What follows belongs to an exercise in optimizing a design on an open flow for small area, a short achievable clock period and few clock cycles per item; a production flow would make more cautious choices. In this exercise RTL edits were held to simulation tests only and were not proved equivalent to the original.

File: flow/design.v
module aes_dec_core (
    input  logic         clk,
    input  logic         rst,
    input  logic         start,
    input  logic [127:0] key,
    input  logic [127:0] ciphertext,
    input  logic         step_en,
    output logic         busy,
    output logic         done,
    output logic [127:0] plaintext
);
    typedef enum logic [2:0] {
        IDLE  = 3'd0,
        KEXP  = 3'd1,
        ADD0  = 3'd2,
        ROUND = 3'd3,
        FINAL = 3'd4
    } state_t;
    function automatic logic [1:0] gf4_mul(input logic [1:0] a, input logic [1:0] b);
        logic t;
        t = a[1] & b[1];
        gf4_mul = {t ^ (a[1] & b[0]) ^ (a[0] & b[1]), t ^ (a[0] & b[0])};
    endfunction
    function automatic logic [3:0] gf16_mul(input logic [3:0] a, input logic [3:0] b);
        logic [1:0] t, u;
        t = gf4_mul(a[3:2], b[3:2]);
        u = gf4_mul(a[3:2] ^ a[1:0], b[3:2] ^ b[1:0]);
        gf16_mul = {u ^ gf4_mul(a[1:0], b[1:0]), {t[0] ^ t[1], t[1]} ^ gf4_mul(a[1:0], b[1:0])};
    endfunction
    function automatic logic [3:0] gf16_inv(input logic [3:0] a);
        case (a)
            4'h0: gf16_inv = 4'h0;
            4'h1: gf16_inv = 4'h1;
            4'h2: gf16_inv = 4'h3;
            4'h3: gf16_inv = 4'h2;
            4'h4: gf16_inv = 4'hf;
            4'h5: gf16_inv = 4'hc;
            4'h6: gf16_inv = 4'h9;
            4'h7: gf16_inv = 4'hb;
            4'h8: gf16_inv = 4'ha;
            4'h9: gf16_inv = 4'h6;
            4'ha: gf16_inv = 4'h8;
            4'hb: gf16_inv = 4'h7;
            4'hc: gf16_inv = 4'h5;
            4'hd: gf16_inv = 4'he;
            4'he: gf16_inv = 4'hd;
            4'hf: gf16_inv = 4'h4;
            default: gf16_inv = 4'h0;
        endcase
    endfunction
    function automatic logic [7:0] gf256_inv(input logic [7:0] a);
        logic [3:0] d;
        d = gf16_inv({a[4] ^ a[3], a[5] ^ a[2] ^ a[3], a[5] ^ a[7] ^ a[1] ^ a[2], a[4] ^ a[5] ^ a[6] ^ a[7] ^ a[0] ^ a[1] ^ a[3]} ^ gf16_mul(a[7:4], a[3:0]));
        gf256_inv = {gf16_mul(a[7:4], d), gf16_mul(a[7:4] ^ a[3:0], d)};
    endfunction
    function automatic logic [7:0] inv_sbox(input logic [7:0] x);
        logic [7:0] t;
        t = gf256_inv({x[1] ^ x[2] ^ x[6] ^ x[7], ~(x[0] ^ x[3]), x[3] ^ x[4] ^ x[5] ^ x[6], ~(x[1] ^ x[2] ^ x[7]), ~(x[5] ^ x[7]), x[1] ^ x[2] ^ x[6], x[2] ^ x[3] ^ x[5] ^ x[6], x[3]});
        inv_sbox = {t[1] ^ t[2] ^ t[5], t[2] ^ t[3] ^ t[6] ^ t[7], t[1] ^ t[2] ^ t[5] ^ t[7], t[1] ^ t[3] ^ t[4], t[1] ^ t[4] ^ t[6] ^ t[7], t[1] ^ t[4] ^ t[5], t[4] ^ t[6] ^ t[7], t[0] ^ t[1] ^ t[2] ^ t[4]};
    endfunction
    function automatic logic [7:0] sbox(input logic [7:0] x);
        logic [7:0] t;
        t = gf256_inv({x[5] ^ x[7], x[1] ^ x[2] ^ x[3] ^ x[4] ^ x[5] ^ x[6], x[1] ^ x[4] ^ x[6] ^ x[7], x[2] ^ x[3] ^ x[4] ^ x[6] ^ x[7], x[1] ^ x[2] ^ x[6] ^ x[7], x[3] ^ x[4] ^ x[6], x[1] ^ x[3], x[0] ^ x[1] ^ x[2] ^ x[3] ^ x[7]});
        sbox = {t[2] ^ t[7], ~(t[4] ^ t[7]), ~(t[2] ^ t[3] ^ t[7]), t[0] ^ t[2] ^ t[3] ^ t[4] ^ t[5], t[0], t[0] ^ t[1] ^ t[2] ^ t[3] ^ t[4], ~(t[0] ^ t[1] ^ t[3] ^ t[7]), ~(t[0] ^ t[6])};
    endfunction
    function automatic logic [7:0] xtime(input logic [7:0] x);
        xtime = {x[6:0], 1'b0} ^ (x[7] ? 8'h1b : 8'h00);
    endfunction
    function automatic logic [7:0] inv_xtime(input logic [7:0] x);
        inv_xtime = x[0] ? {1'b1, x[7:1] ^ 7'h0d} : {1'b0, x[7:1]};
    endfunction
    function automatic logic [31:0] sub_rot_word(input logic [31:0] w);
        sub_rot_word = {sbox(w[23:16]), sbox(w[15:8]), sbox(w[7:0]), sbox(w[31:24])};
    endfunction
    function automatic logic [127:0] fwd_key(input logic [127:0] rk, input logic [31:0] sw,
                                             input logic [7:0] rc);
        logic [31:0] n0, n1, n2, n3;
        n0 = rk[127:96] ^ sw ^ {rc, 24'h000000};
        n1 = rk[95:64] ^ n0;
        n2 = rk[63:32] ^ n1;
        n3 = rk[31:0] ^ n2;
        fwd_key = {n0, n1, n2, n3};
    endfunction
    function automatic logic [127:0] inv_shift_sub(input logic [127:0] s);
        logic [127:0] o;
        logic [3:0]   dst;
        logic [3:0]   src;
        o = 128'h0;
        for (int i = 0; i < 16; i++) begin
            dst = 4'(i);
            src = {dst[3:2] - dst[1:0], dst[1:0]};
            o[127 - 8*i -: 8] = inv_sbox(s[127 - 8*int'(src) -: 8]);
        end
        inv_shift_sub = o;
    endfunction
    function automatic logic [31:0] inv_mix_col(input logic [31:0] col);
        logic [7:0] a [4];
        logic [7:0] b [4];
        logic [7:0] u, v, t;
        for (int j = 0; j < 4; j++) a[j] = col[31 - 8*j -: 8];
        u = xtime(xtime(a[0] ^ a[2]));
        v = xtime(xtime(a[1] ^ a[3]));
        b[0] = a[0] ^ u;
        b[1] = a[1] ^ v;
        b[2] = a[2] ^ u;
        b[3] = a[3] ^ v;
        t = b[0] ^ b[1] ^ b[2] ^ b[3];
        inv_mix_col = {b[0] ^ t ^ xtime(b[0] ^ b[1]),
                       b[1] ^ t ^ xtime(b[1] ^ b[2]),
                       b[2] ^ t ^ xtime(b[2] ^ b[3]),
                       b[3] ^ t ^ xtime(b[3] ^ b[0])};
    endfunction
    function automatic logic [127:0] inv_mix(input logic [127:0] s);
        logic [127:0] o;
        o = 128'h0;
        for (int c = 0; c < 4; c++) begin
            o[127 - 32*c -: 32] = inv_mix_col(s[127 - 32*c -: 32]);
        end
        inv_mix = o;
    endfunction
    state_t       state_r, state_s;
    logic [127:0] st_r, st_s;       
    logic [127:0] rk_r, rk_s;       
    logic [127:0] kc_r, kc_s;       
    logic         kv_r, kv_s;       
    logic [7:0]   rcon_r, rcon_s;
    logic         busy_r, busy_s;
    logic         done_r, done_s;
    logic         pend_r, pend_s;   
    logic [127:0] pt_r;
    logic         pt_en;
    logic [127:0] isr;              
    logic [31:0]  ks_in, ks_out;    
    logic [127:0] kb;               
    logic         accept, hit, load;
    logic [127:0] ld_src;
    assign isr = inv_shift_sub(st_r) ^ rk_r;
    assign kb     = (state_r == IDLE || state_r == FINAL || state_r == ADD0) ? kc_r : rk_r;
    assign ks_in  = (state_r == KEXP) ? kb[31:0] : (kb[31:0] ^ kb[63:32]);
    assign ks_out = sub_rot_word(ks_in);
    assign accept = start && !busy_r;
    assign hit    = kv_r && (key == rk_r);
    assign load   = (accept && hit) || (state_r == ADD0 && step_en);
    assign ld_src = (state_r == ADD0) ? st_r : ciphertext;
    always_comb begin
        state_s = state_r;
        st_s    = st_r;
        rk_s    = rk_r;
        kc_s    = kc_r;
        kv_s    = kv_r;
        rcon_s  = rcon_r;
        busy_s  = busy_r;
        done_s  = 1'b0;
        pend_s  = pend_r;
        pt_en   = 1'b0;
        if (state_r == FINAL || pend_r) begin
            pt_en   = (state_r == FINAL);
            done_s  = step_en;
            pend_s  = !step_en;
            if (state_r == FINAL) state_s = IDLE;
        end
        if (load) begin
            st_s    = ld_src ^ kc_r;
            rk_s    = {kb[127:96] ^ ks_out ^ 32'h36000000,
                       kb[127:96] ^ kb[95:64], kb[95:64] ^ kb[63:32], kb[63:32] ^ kb[31:0]};
            rcon_s  = 8'h1b;
            busy_s  = 1'b1;
            state_s = ROUND;
        end else if (accept) begin
            st_s    = ciphertext;
            rk_s    = key;
            kv_s    = 1'b0;
            rcon_s  = 8'h01;
            busy_s  = 1'b1;
            state_s = KEXP;
        end else if (step_en) begin
            case (state_r)
                KEXP: begin
                    rk_s         = fwd_key(rk_r, ks_out, rcon_r);
                    rcon_s       = xtime(rcon_r);
                    if (rcon_r == 8'h36) begin
                        kc_s    = rk_s;
                        kv_s    = 1'b1;
                        state_s = ADD0;
                    end
                end
                ROUND: begin
                    st_s   = inv_mix(isr);
                    rk_s   = {rk_r[127:96] ^ ks_out ^ {rcon_r, 24'h0},
                              rk_r[127:96] ^ rk_r[95:64], rk_r[95:64] ^ rk_r[63:32],
                              rk_r[63:32] ^ rk_r[31:0]};
                    rcon_s = inv_xtime(rcon_r);
                    if (rcon_r == 8'h01) begin
                        busy_s  = 1'b0;
                        state_s = FINAL;
                    end
                end
                default: ;
            endcase
        end
    end
    always_ff @(posedge clk) begin
        if (rst) begin
            state_r <= IDLE;
            kv_r    <= 1'b0;
            busy_r  <= 1'b0;
            done_r  <= 1'b0;
            pend_r  <= 1'b0;
        end else begin
            state_r <= state_s;
            kv_r    <= kv_s;
            busy_r  <= busy_s;
            done_r  <= done_s;
            pend_r  <= pend_s;
        end
        st_r   <= st_s;
        rk_r   <= rk_s;
        kc_r   <= kc_s;
        rcon_r <= rcon_s;
        if (pt_en) pt_r <= isr;
    end
    assign busy      = busy_r;
    assign done      = done_r;
    assign plaintext = pt_r;
endmodule
File: flow/run.sh
#!/bin/bash
# synth_recipe.tcl (not shown) runs the flow's synth.tcl, then flattens the netlist and writes it again
# the make line also repeats each setting of config.mk as NAME=value (left out here)
make -C /OpenROAD-flow-scripts/flow DESIGN_CONFIG=/design/flow/config.mk WORK_HOME=/design/flow/orfs CLKGATE_MAP_FILE= SYNTH_SCRIPT=/design/flow/synth_recipe.tcl finish
File: flow/config.mk
export PLATFORM = sky130hd
export DESIGN_NAME = aes_dec_core
export DESIGN_NICKNAME = aes_dec_core
export VERILOG_FILES = /design/flow/design.v
export SDC_FILE = /design/flow/constraint.sdc
export NUM_CORES = 4
export LEC_CHECK = 0
export CAP_MARGIN = 20
export CELL_PAD_IN_SITES_DETAIL_PLACEMENT = 1
export CELL_PAD_IN_SITES_GLOBAL_PLACEMENT = 2
export CORE_MARGIN = 2
export CORE_UTILIZATION = 30
export PLACE_DENSITY = 0.5
export SLEW_MARGIN = 20
File: flow/constraint.sdc
create_clock -name core_clock -period 8.0 [get_ports {clk}]
set_input_delay 1.6000 -clock core_clock [delete_from_list [all_inputs] [get_ports {clk}]]
set_output_delay 1.6000 -clock core_clock [all_outputs]
set_load 0.01 [all_outputs]
==> results.txt, run 1 <==
status no timing/DRC/antenna violations; crit-path max FO 9; Setup WS post-layout 0.264 ns; Hold Crit Class reg2reg; number of port buffers 389; Iteration-0 DRC Markers 4857; final setup TNS 0 ns; die area 258000 um^2; core area 252000 um^2; critical path class reg2reg; met3 usage in global routing 0.0277; flop and latch count out of synthesis 527; DR WL/cell 31.2 um; Critical Path Sink Type flip-flop; worst path required time 8.42 ns; M1 GR Usage 0.423; RSZ-0062 raised after global routing yes; maximum root-to-sink buffer count 3; final slew viol count 0; Worst Max-Slew Pin Slew 1.13 ns; most common cell after layout, fill and taps aside xnor2_1; final worst path period need 7.74 ns; most frequent cells in the layout xnor2_1 (1557), buf_4 (900), xor2_1 (819); initial antenna violation count 11; relative slew slack 0.245; grt total ovfl 0; Synth Area per Inst 9.08 um^2; largest net degree at the start of global routing 173; ys async rst share 0; via count 67300; Die Y 508 um; fmax 0.129 GHz; clock-pin slew on the worst setup and hold paths 0.06 ns; clock latency (worst-skew pair) 0.75 ns; GRT Total Usage 0.297; synth warn 9; CTS tree yes; Routed Wire Length 396000 um; grt peak-use layer met2; # DRC 0; clk_skew 0.0359 ns; antenna-violating nets left 0; Vias/cell 5.31; # IOs 390; die width 508 um; TritonRoute pass-1 iters 7; TritonCTS Buffers 83; Clock Sinks 527; Syn Inst Count 8382; vias in the first global route 67600; post-synth net total 8858; final hold vios 0; CP Launch Type flip-flop; Slowest cell on crit path mux4_2; M2 GR Usage 0.481; sequential area share after synthesis 0.206; Yosys cell types 133; CP peak stage delay 0.58 ns; Post-Syn Area 76100 um^2; layout cell share with drive strength beyond 1 0.182; hold buffers post-CTS 0; ys flop type edfxtp_1; final period utilization 0.967; FP Rows 184; H-tree depth 3; first-pass GRT wire length 546000 um; Root Buffer clkbuf_16; net count reported at finish 9735; final setup vio count 0; Initial Util 0.302; DP Wirelength 326000 um; CP arrival 8.16 ns; Place WS -0.380 ns; Post-synth EDFFs 512; Max Cap Viol 0; RD Place Congestion 0.937; area delta synth->final 23.1%
==> cell type report <==
class	count	area [um^2]
diodes	4	10.0
fillers	28700	158000
well taps	3348	4190
flip-flops and latches	527	15700
clock inverters	41	387
multi-input cells	7010	58900
inverters	328	1230
repair buffers	1309	11100
clock buffers	107	2200
==> through the flow <==
step | util | instances | cell area, um^2 | hold slack [ns]
after global placement | 0.352 | 12400 | 88600 | 0.485
after global routing | 0.372 | 12700 | 93700 | 0.549
after detailed placement | 0.352 | 12400 | 88600 | 0.503
after CTS | 0.363 | 12600 | 91500 | 0.516
after floorplan | - | 8382 | 76100 | 0.476
final | 0.372 | 12700 | 93700 | 0.518
==> metal layers <==
layer | routed length (um) | part of all wire | up-vias
li1 | - | - | 31000
met1 | 187000 | 0.47 | 34500
met2 | 181000 | 0.46 | 1492
met3 | 16200 | 0.041 | 274
met4 | 11800 | 0.030 | 6
met5 | 30 | 0.000076 | -
==> worst max-delay path, delay by kind of cell, from the launching register on <==
kind                     cells  cell delay, ns
AO/OA/AOI/OAI                5            1.10
adder cells (fa/ha/maj)      3            0.72
XOR/XNOR                    12            3.41
AND/OR/NAND/NOR              1            0.13
multiplexers                 1            0.58
flip-flops                   1            0.43
buffers and inverters        6            1.02
==> Yosys cell counts, drive strengths merged (17+ instances only) <==
cell | n | share of area
buf | 184 | 0.013
a22o | 19 | 0.0023
nor2 | 559 | 0.028
nand4 | 42 | 0.0035
mux2i | 371 | 0.051
mux4 | 35 | 0.010
xnor3 | 160 | 0.048
and3 | 43 | 0.0035
edfxtp | 512 | 0.20
a211o | 18 | 0.0021
mux2 | 38 | 0.0057
o22ai | 68 | 0.0058
o221ai | 131 | 0.015
and2 | 55 | 0.0045
a21oi | 303 | 0.020
o21a | 37 | 0.0036
a221oi | 29 | 0.0036
nor3 | 139 | 0.0095
nand3 | 173 | 0.011
o2111ai | 20 | 0.0025
xor3 | 30 | 0.0094
o21ai | 350 | 0.023
clkbuf | 333 | 0.016
inv | 325 | 0.016
a21o | 34 | 0.0034
a22oi | 57 | 0.0058
nor3b | 18 | 0.0018
nand3b | 17 | 0.0017
ha | 216 | 0.036
xor2 | 899 | 0.11
or2 | 32 | 0.0026
o211ai | 77 | 0.0077
a31oi | 100 | 0.0082
nor4 | 53 | 0.0044
or3 | 47 | 0.0039
a211oi | 98 | 0.010
o31ai | 21 | 0.0021
a32oi | 18 | 0.0021
nor2b | 43 | 0.0035
nand2 | 589 | 0.029
xnor2 | 1820 | 0.23
nand2b | 41 | 0.0034
==> state kept, by name, summed over array words and instances (netlist names) <==
register,count
kc_r,128
pend_r,1
busy_r,1
rcon_r,8
kv_r,1
st_r,128
done_r,1
rk_r,128
pt_r,128
state_r,3
==> what timing repair did <==
action,in CTS,in global routing
pin swaps,4,52
gates cloned,0,1
buffers inserted,5,71
gates resized for setup,38,250
endpoints found under the setup margin,44,214
endpoints found under the hold margin,0,0
==> final timing paths <==
kind | slack, ns | end | cells after the start | start
hold reg to reg | 0.52 | pend_r$_SDFFE_PP0N_ | 2 | pend_r$_SDFFE_PP0N_
hold / removal | 0.52 | pend_r$_SDFFE_PP0N_ | 2 | pend_r$_SDFFE_PP0N_
setup reg to reg | 0.26 | st_r[21]$_DFFE_PP_ | 28 | st_r[73]$_DFFE_PP_
setup / recovery | 0.26 | st_r[21]$_DFFE_PP_ | 28 | st_r[73]$_DFFE_PP_
==> cells by family (layout without fill, tap and decap cells) <==
group                      after synthesis  count (layout)  share of synthesized area
other                                    0               4                          0
muxes                                  444             444                     0.0667
and+or+nand+nor                       1903            1903                      0.117
adders and majority gates              231             231                     0.0375
xor gates and xnor gates              2909            2909                      0.391
AOI/OAI and AO/OA                     1523            1523                      0.137
buffers and inverters                  845            1785                     0.0456
DFF                                    527             527                      0.206
Testbench counts, summed over its fixed seeds: cycles 6,488, blocks 560.
==> run 2: changes to the inputs <==
==> flow/flow/run.sh (new file) <==
#!/bin/bash
# Standard ORFS layout, with the synthesis technology mapping done by the ABC
# script in flow/abc_speed.script (area-oriented mapping, then sizing).
set -euo pipefail
cd "$(dirname "${BASH_SOURCE[0]}")/.."
W=$PWD
rm -rf "$W/scripts_own"
cp -r "$FLOW_HOME/scripts" "$W/scripts_own"
cp "$W/flow/abc_speed.script" "$W/scripts_own/abc_speed.script"
bash standard.sh SCRIPTS_DIR="$W/scripts_own" finish > "$W/standard_flow.log" 2>&1
==> flow/flow/abc_speed.script (new file) <==
strash
dch -f
amap
topo
stime -c
buffer -c
upsize -c
dnsize -c
==> flow/standard.sh (new file) <==
#!/bin/bash
# synth_recipe.tcl (not shown) runs the flow's synth.tcl, then flattens the netlist and writes it again
# the make line also repeats each setting of config.mk as NAME=value (left out here)
make -C /OpenROAD-flow-scripts/flow DESIGN_CONFIG=/design/flow/config.mk WORK_HOME=/design/flow/orfs CLKGATE_MAP_FILE= SYNTH_SCRIPT=/design/flow/synth_recipe.tcl "${@:-finish}"
removed: flow/run.sh
==> run 2 against run 1 <==
Against the previous run:
- the layout now fails its checks (negative setup slack)
- critical path type unchanged
- worst hold slack got worse by 0.0014 ns
- core utilization increased by 20 points
- highest routed layer unchanged
- count of clock-buffer cells in the layout decreased by 20
- final cell count increased by 24%
==> results.txt, run 2 <==
Syn Inst Count 9042; worst path required time 8.45 ns; hold path startpoint pend_r$_SDFFE_PP0N_; reg2reg start state_r[0]$_SDFF_PP0_; antenna-violating nets left 0; critical path class reg2reg; net count reported at finish 13400; Failing Checks negative setup slack; ys async rst share 0; # DRC 0; DP Wirelength 313000 um; Post-Syn Area 60500 um^2; maximum root-to-sink buffer count 3; final setup TNS -12.54 ns; fmax 0.118 GHz; core area 200000 um^2; final worst path period need 8.46 ns; final hold vios 0; Routed Wire Length 419000 um; clk_skew 0.0408 ns; status finished with violations; Setup WS post-layout -0.464 ns; # IOs 390; final slew viol count 0; die width 453 um; post-synth net total 9518; non-filler cells, final 15700; hold path cells 2; Slowest cell on crit path dfxtp_2; RD Place Congestion 1.00; area delta synth->final 88.4%; Synth Area per Inst 6.69 um^2; Reg2Reg Depth 55; Post-Place Cells 14900; initial antenna violation count 23; layout cell share with drive strength beyond 1 0.506; grt total ovfl 0; CP arrival 8.91 ns; Synth top cells by count o22ai_1 (1701), nor2_1 (1552), inv_1 (1385); TritonRoute pass-1 iters 6; H-tree depth 3; final setup vio count 108; number of port buffers 389; Worst R2R End rk_r[60]$_DFFE_PP_; sequential area share after synthesis 0.259; Initial Util 0.302; hold endpoint pend_r$_SDFFE_PP0N_; hold buffers post-CTS 0; FP Rows 164; clock-pin slew on the worst setup and hold paths 0.06 ns; relative slew slack 0.259; CP peak stage delay 0.34 ns; vias in the first global route 85800; Root Buffer clkbuf_16; RSZ-0062 raised after global routing yes; Max Cap Viol 0; synth top area cells edfxtp_1 (25%), o22ai_1 (18%), nor2_1 (9.6%); Critical Path Sink Type flip-flop; first-pass GRT wire length 555000 um; Clock Sinks 527; worst reg-to-reg setup slack -0.46 ns; Post-synth EDFFs 512; area share of the largest cell type after synthesis 0.254; synth warn 9; Hold Crit Class reg2reg; most common cell after layout, fill and taps aside buf_4; Iteration-0 DRC Markers 7263; Worst Max-Slew Pin Slew 1.10 ns; CP Launch Type flip-flop; die area 205000 um^2; crit-path max FO 9; DR WL/cell 26.7 um; Yosys cell types 71; via count 90600; Yosys top cell by area edfxtp_1; most frequent cells in the layout buf_4 (3249), nor2_1 (1190), o22ai_1 (1043); TritonCTS Buffers 78; largest net degree at the start of global routing 125; final period utilization 1.06; clock latency (worst-skew pair) 0.75 ns; Vias/cell 5.77; CTS tree yes; GRT Total Usage 0.360; most common cell in the netlist o22ai_1; flop and latch count out of synthesis 527; Die Y 453 um; ys flop type edfxtp_1
-- run 2: cells by family after synthesis --
group / count (synthesis) / share of synthesized area
compound gates: 4180 / 0.426
simple gates: 2311 / 0.147
buf+inv: 1734 / 0.112
flops: 527 / 0.259
fa+ha+maj: 216 / 0.0447
xor+xnor: 74 / 0.0110
-- run 2: critical path: cells and delay by family (launching register included) --
kind,cells,cell delay [ns]
AO/OA/AOI/OAI,23,3.52
adder cells (fa/ha/maj),2,0.56
buffers and inverters,15,2.04
flip-flops,1,0.34
XOR/XNOR,1,0.23
AND/OR/NAND/NOR,14,1.44
-- run 2: final cells by class --
| cell class | count | area (um^2) |
|---|---|---|
| Inverter | 1550 | 6010 |
| Fill cell | 24000 | 86100 |
| Clock inverter | 59 | 717 |
| Clock buffer | 87 | 2030 |
| Antenna cell | 11 | 27.5 |
| Multi-Input combinational cell | 6781 | 53000 |
| Timing Repair Buffer | 4032 | 33200 |
| Sequential cell | 527 | 15700 |
| Tap cell | 2656 | 3320 |
-- run 2: metrics by stage --
step,area [um^2],hold slack (ns),setup WS (ns),utilization
global placement,89600,0.480,-0.665,0.448
floorplan,60600,0.441,0.00157,-
global route,114000,0.565,-0.864,0.570
finish,114000,0.516,-0.464,0.570
detailed placement,89600,0.495,-1.09,0.448
CTS,97500,0.509,-0.271,0.487
-- run 2: how the worst max path moves through the flow --
stage	start	endpoint	slack, ns
after CTS	state_r[0]$_SDFF_PP0_	rk_r[58]$_DFFE_PP_	-0.27
final	state_r[0]$_SDFF_PP0_	rk_r[60]$_DFFE_PP_	-0.46
after floorplan	st_r[98]$_DFFE_PP_	st_r[12]$_DFFE_PP_	0.002
after detailed placement	st_r[113]$_DFFE_PP_	st_r[81]$_DFFE_PP_	-1.09
after global routing	state_r[1]$_SDFF_PP0_	rk_r[53]$_DFFE_PP_	-0.86
after global placement	st_r[42]$_DFFE_PP_	st_r[97]$_DFFE_PP_	-0.67
-- run 2: repair_timing --
item | 4_1_cts | 5_1_grt
pin swaps | 141 | 816
cloned | 0 | 3
gates resized for setup | 1002 | 2924
setup endpoints to repair | 267 | 325
setup buffers | 129 | 585
-- run 2: metal layers --
metal,up-vias,part of all wire,GRT usage
met5,-,0.00044,0
met4,18,0.079,0.202
met3,973,0.069,0.0519
met2,3343,0.46,0.583
met1,45100,0.40,0.459
li1,41200,-,-
==> run 3: changes to the inputs <==
==> flow/flow/abc_speed.script (replaced) <==
&get -n
&st
&dch -f
&nf
&put
topo
stime -c
buffer -c
upsize -c
dnsize -c
==> run 3 against run 2 <==
Against the previous run:
- now clean on timing, DRC and antenna
- core utilization shrank 19 points
- maximum frequency grew 9.0%
- synthesized cell count shrank 28%
- count of clock-buffer cells in the layout grew 10
- routed wire length shrank 26%
- critical path type unchanged
- highest routed layer unchanged
==> results.txt, run 3 <==
CP peak stage delay 0.51 ns; via count 52100; Max Cap Viol 0; hold endpoint pend_r$_SDFFE_PP0N_; length of routed met2 wiring 148000 um; die width 470 um; critical path class reg2reg; area share of the largest cell type after synthesis 0.236; post-synth net total 6966; CTS tree yes; most common cell after layout, fill and taps aside xnor2_1; Reg2Reg Depth 27; DP Wirelength 257000 um; Core Util, Final 0.383; wl on met1 145000 um; final slew viol count 0; Initial Util 0.301; hold buffers post-CTS 0; Post-Syn Area 65300 um^2; first-pass GRT wire length 431000 um; synth top area cells edfxtp_1 (24%), xnor2_1 (18%), xor2_1 (12%); FILL cells 24000; Routed Wire Length 311000 um; Iteration-0 DRC Markers 3430; Synth top cells by count xnor2_1 (1373), xor2_1 (916), edfxtp_1 (512); grt total ovfl 0; Clock Sinks 527; synth warn 9; final worst path period need 7.76 ns; die area 221000 um^2; worst hold margin 0.512 ns; final setup TNS 0 ns; clk_skew 0.0373 ns; Post-Place Cells 10300; RD Place Congestion 0.904; Worst R2R End st_r[81]$_DFFE_PP_; Root Buffer clkbuf_16; layout cell share with drive strength beyond 1 0.201; Die Y 470 um; final setup vio count 0; Buf+Inv Stages, Crit Path 5; routed wl met3 9290 um; Worst Max-Slew Pin Slew 1.14 ns; non-filler cells, final 10500; Hold Crit Class reg2reg; status no timing/DRC/antenna violations; FP Rows 171; Synth Area per Inst 10.1 um^2; Syn Inst Count 6490; top sig layer met5; final hold vios 0; hold path cells 2; hold path startpoint pend_r$_SDFFE_PP0N_; # DRC 0; net count reported at finish 8059; clock latency (worst-skew pair) 0.74 ns; worst reg-to-reg setup slack 0.24 ns; ys async rst share 0; vias in the first global route 54400; most frequent CP cell buf_4; TritonCTS Buffers 81; final non-filler cell area 83000 um^2; RSZ-0062 raised after global routing yes; most frequent cells in the layout xnor2_1 (1272), buf_4 (894), xor2_1 (869); sequential area share after synthesis 0.240; Setup WS post-layout 0.237 ns; initial antenna violation count 17; worst path required time 8.42 ns; Critical Path Sink Type flip-flop; most common cell in the netlist xnor2_1; final period utilization 0.970; maximum root-to-sink buffer count 3; reg2reg start st_r[113]$_DFFE_PP_; CP top delay family XOR/XNOR gates; DR WL/cell 29.7 um; core area 217000 um^2; fmax 0.129 GHz; largest net degree at the start of global routing 176; clock-pin slew on the worst setup and hold paths 0.06 ns; Yosys top cell by area edfxtp_1; H-tree depth 3; Post-synth EDFFs 512; area delta synth->final 27.1%; GRT Total Usage 0.274; crit-path max FO 6; # IOs 390; antenna-violating nets left 0; ys flop type edfxtp_1; Place WS -0.333 ns; CP Launch Type flip-flop; Vias/cell 4.96; CP arrival 8.18 ns; relative slew slack 0.237; Slowest cell on crit path xor3_1; number of port buffers 389; flop and latch count out of synthesis 527; Yosys cell types 92; TritonRoute pass-1 iters 5; post-placement cell area 78400 um^2
run 3: cell count changes after synthesis, moves of 431 or more:
cell / change
xnor2_1: +1356
inv_1: -1140
xor2_1: +861
a21oi_1: -869
o22ai_1: -1534
mux2i_1: +431
nor2_1: -1189
run 3: tightest hold or removal path: cells and delay by family (launching register included):
kind / cells / cell delay [ns]
DFF: 1 / 0.30
and+or+nand+nor: 2 / 0.16
run 3: worst max path at each step:
stage	to	depth (start not counted)	slack, ns	start
floorplan	st_r[92]$_DFFE_PP_	26	0.65	st_r[114]$_DFFE_PP_
global placement	st_r[45]$_DFFE_PP_	27	-0.33	st_r[1]$_DFFE_PP_
detailed placement	st_r[45]$_DFFE_PP_	27	-0.33	st_r[1]$_DFFE_PP_
CTS	st_r[45]$_DFFE_PP_	27	-0.04	st_r[1]$_DFFE_PP_
global route	st_r[45]$_DFFE_PP_	28	-0.16	st_r[6]$_DFFE_PP_
finish	st_r[81]$_DFFE_PP_	27	0.24	st_r[113]$_DFFE_PP_
run 3: cells by family after synthesis:
group | Yosys count | share of synthesized area
buffers and inverters | 536 | 0.0327
DFF | 527 | 0.240
AOI/OAI and AO/OA | 990 | 0.0910
and+or+nand+nor | 981 | 0.0665
xor gates and xnor gates | 2684 | 0.436
muxes | 556 | 0.0919
adders and majority gates | 216 | 0.0414
run 3: layout make-up:
cell class | instances | area, um^2 | share of cell area
diodes | 5 | 12.5 | 0.000151
clock buffers | 97 | 2090 | 0.0252
clock inverters | 47 | 612 | 0.00737
inverters | 248 | 931 | 0.0112
multi-input cells | 5427 | 49200 | 0.593
flip-flops and latches | 527 | 15700 | 0.189
well taps | 2854 | 3570 | 0.0430
repair buffers | 1298 | 10900 | 0.131
run 3: repair_timing:
action | CTS | global route
setup endpoints to repair | 55 | 161
resized for setup | 34 | 205
pin swaps | 1 | 32
setup buffers | 0 | 31
run 3: layer usage:
layer  track usage  vias to the layer above
li1              -                    24300
met1         0.373                    26500
met2         0.463                     1027
met3        0.0216                      290
met4        0.0783                        8
met5             0                        -
==> run 4: changes to the inputs <==
--- a/flow/config.mk
+++ b/flow/config.mk
@@ -7,3 +7,3 @@
 export LEC_CHECK = 0
-export CAP_MARGIN = 20
+export CAP_MARGIN = 10
 export CELL_PAD_IN_SITES_DETAIL_PLACEMENT = 1
@@ -13,2 +13,3 @@
 export PLACE_DENSITY = 0.5
-export SLEW_MARGIN = 20
+export SETUP_SLACK_MARGIN = 1.0
+export SLEW_MARGIN = 10
==> run 4 against run 3 <==
Against the previous run:
- non-clock buffer count is 726 higher
- core utilization up 8.3 points
- final cell count grew 6.9%
- largest cell class unchanged
- final area rose by 22%
- synthesized area did not move
- count of clock-buffer cells in the layout fell by 6
- maximum frequency grew 7.1%
- clock skew is 0.0024 ns higher
- first-iteration DRC count hardly changed
- synthesized cell count stayed put
==> results.txt, run 4 <==
Yosys top cell by area edfxtp_1; synth top area cells edfxtp_1 (24%), xnor2_1 (18%), xor2_1 (12%); die width 470 um; Synth Area per Inst 10.1 um^2; antenna-violating nets left 0; RD Place Congestion 0.901; Vias/cell 4.97; Worst Max-Slew Pin Slew 1.25 ns; initial antenna violation count 15; Max Cap Viol 0; CTS tree yes; final hold vios 0; Slowest cell on crit path xor3_2; Core Util, Final 0.466; GRT Total Usage 0.283; CP peak stage delay 0.53 ns; most frequent CP cell buf_6; # DRC 0; Hold Crit Class reg2reg; Buf+Inv Stages, Crit Path 9; sequential area share after synthesis 0.240; Reg2Reg Depth 30; Root Buffer clkbuf_16; die area 221000 um^2; final worst path period need 7.25 ns; FP Rows 171; core area 217000 um^2; most common cell after layout, fill and taps aside buf_4; Initial Util 0.301; number of port buffers 389; Die Y 470 um; TritonCTS Buffers 78; largest net degree at the start of global routing 143; M1 GR Usage 0.386; final slew viol count 0; Post-Syn Area 65300 um^2; area share of the largest cell type after synthesis 0.236; final period utilization 0.906; CP Depth 30; # IOs 390; crit-path max FO 6; worst path required time 8.47 ns; Critical Path Sink Type flip-flop; first-pass GRT wire length 445000 um; most common cell in the netlist xnor2_1; clk_skew 0.0397 ns; DR WL/cell 29.6 um; M2 GR Usage 0.482; CP top delay family XOR/XNOR gates; final non-filler cell area 101000 um^2; Yosys cell types 92; grt total ovfl 0; Syn Inst Count 6490; met3 usage in global routing 0.0221; DP Wirelength 260000 um; relative slew slack 0.163; most frequent cells in the layout buf_4 (1370), xnor2_1 (814), xor2_1 (653); H-tree depth 3; post-placement cell area 78800 um^2; RSZ-0062 raised after global routing yes; Setup WS post-layout 0.751 ns; status no timing/DRC/antenna violations; flop and latch count out of synthesis 527; area delta synth->final 54.8%; Iteration-0 DRC Markers 3428; Place WS -0.236 ns; Routed Wire Length 333000 um; hold path cells 2; via count 55800; post-synth net total 6966; Post-synth EDFFs 512; clock latency (worst-skew pair) 0.75 ns; maximum root-to-sink buffer count 3; grt peak-use layer met2; clock-pin slew on the worst setup and hold paths 0.06 ns; CP arrival 7.72 ns; FILL cells 22800; ys flop type edfxtp_1; fmax 0.138 GHz; CP Launch Type flip-flop; Synth top cells by count xnor2_1 (1373), xor2_1 (916), edfxtp_1 (512); final setup vio count 0; critical path class reg2reg; ys async rst share 0; vias in the first global route 56100; layout cell share with drive strength beyond 1 0.420; TritonRoute pass-1 iters 5; net count reported at finish 8782; Clock Sinks 527; synth warn 9
==> run 4: cell counts after synthesis <==
No cell type changed its count.
==> run 4: path summary, 6_finish.rpt <==
path | to | start | slack [ns]
worst max-delay path | st_r[4]$_DFFE_PP_ | st_r[102]$_DFFE_PP_ | 0.75
worst min-delay path | pend_r$_SDFFE_PP0N_ | pend_r$_SDFFE_PP0N_ | 0.51
worst max register to register | st_r[4]$_DFFE_PP_ | st_r[102]$_DFFE_PP_ | 0.75
worst min register to register | pend_r$_SDFFE_PP0N_ | pend_r$_SDFFE_PP0N_ | 0.51
==> run 4: final cells by class <==
cell class	count	area, um^2	share of cell area
Inverter	248	948	0.00939
Antenna cell	4	10.0	0.0000991
Multi-Input combinational cell	5427	60300	0.596
Sequential cell	527	15700	0.155
Tap cell	2854	3570	0.0353
Clock buffer	91	2000	0.0198
Clock inverter	54	648	0.00641
Timing Repair Buffer	2024	17900	0.177
==> run 4: cells by family after synthesis <==
family                   after synthesis  synth area share
AO/OA/AOI/OAI                        990            0.0910
XOR/XNOR                            2684             0.436
adder cells (fa/ha/maj)              216            0.0414
buffers and inverters                536            0.0327
flip-flops                           527             0.240
multiplexers                         556            0.0919
AND/OR/NAND/NOR                      981            0.0665
==> run 4: per-stage QoR <==
stage,hold slack (ns),TNS (ns),std cells
2_1_floorplan,0.476,0,6490
3_5_place_dp,0.504,-0.968,10300
5_1_grt,0.551,0,11200
3_3_place_gp,0.488,-0.697,10300
4_1_cts,0.518,0,10700
6_report,0.508,0,11200
==> run 4: repair_timing <==
| action | 4_1_cts | 5_1_grt |
|---|---|---|
| endpoints found under the setup margin | 314 | 286 |
| cloned | 2 | 3 |
| gates resized for setup | 646 | 1514 |
| hold buffers | 0 | 0 |
| setup buffers | 223 | 531 |
| pin swaps | 287 | 684 |
==> run 4: routing by layer <==
layer / wire (um) / part of all wire
met1: 149000 / 0.45
met5: 11 / 0.000033
met3: 11500 / 0.035
met2: 162000 / 0.49
met4: 10200 / 0.031
==> run 4: worst min-delay path, stage by stage (launching register included) <==
cell and delay (ns):
dfxtp_1 0.31, nor2_1 0.05, nor3_1 0.11

==> re-timing with driven ports <==
Ports are ideal in the flow. The routed layouts listed here were re-timed in OpenROAD.
Step 1 assumes that a clkbuf_16 drives the clock port and a buf_2 every other input.
Step 2 times the ports against the registers' clock, not the clock port: input delays grow and output delays shrink by t, the midpoint of the rising clock arrivals with the driver on.
a / b / c = no drivers / after step 1 / after step 2; a / b = the first two.
run	t (ns)	setup WS [ns]	latest minus earliest clock arrival (ns)	worst slew at a driven data input, ns	cell pins on the clock port's net
run 1	0.828	0.264 / 0.264 / 0.264	0.036 / 0.036	0.16	1
run 2	0.830	-0.464 / -0.464 / -0.464	0.041 / 0.041	0.30	1
run 3	0.805	0.237 / 0.237 / 0.237	0.038 / 0.038	0.11	1
run 4	0.817	0.751 / 0.751 / 0.751	0.040 / 0.040	0.11	1
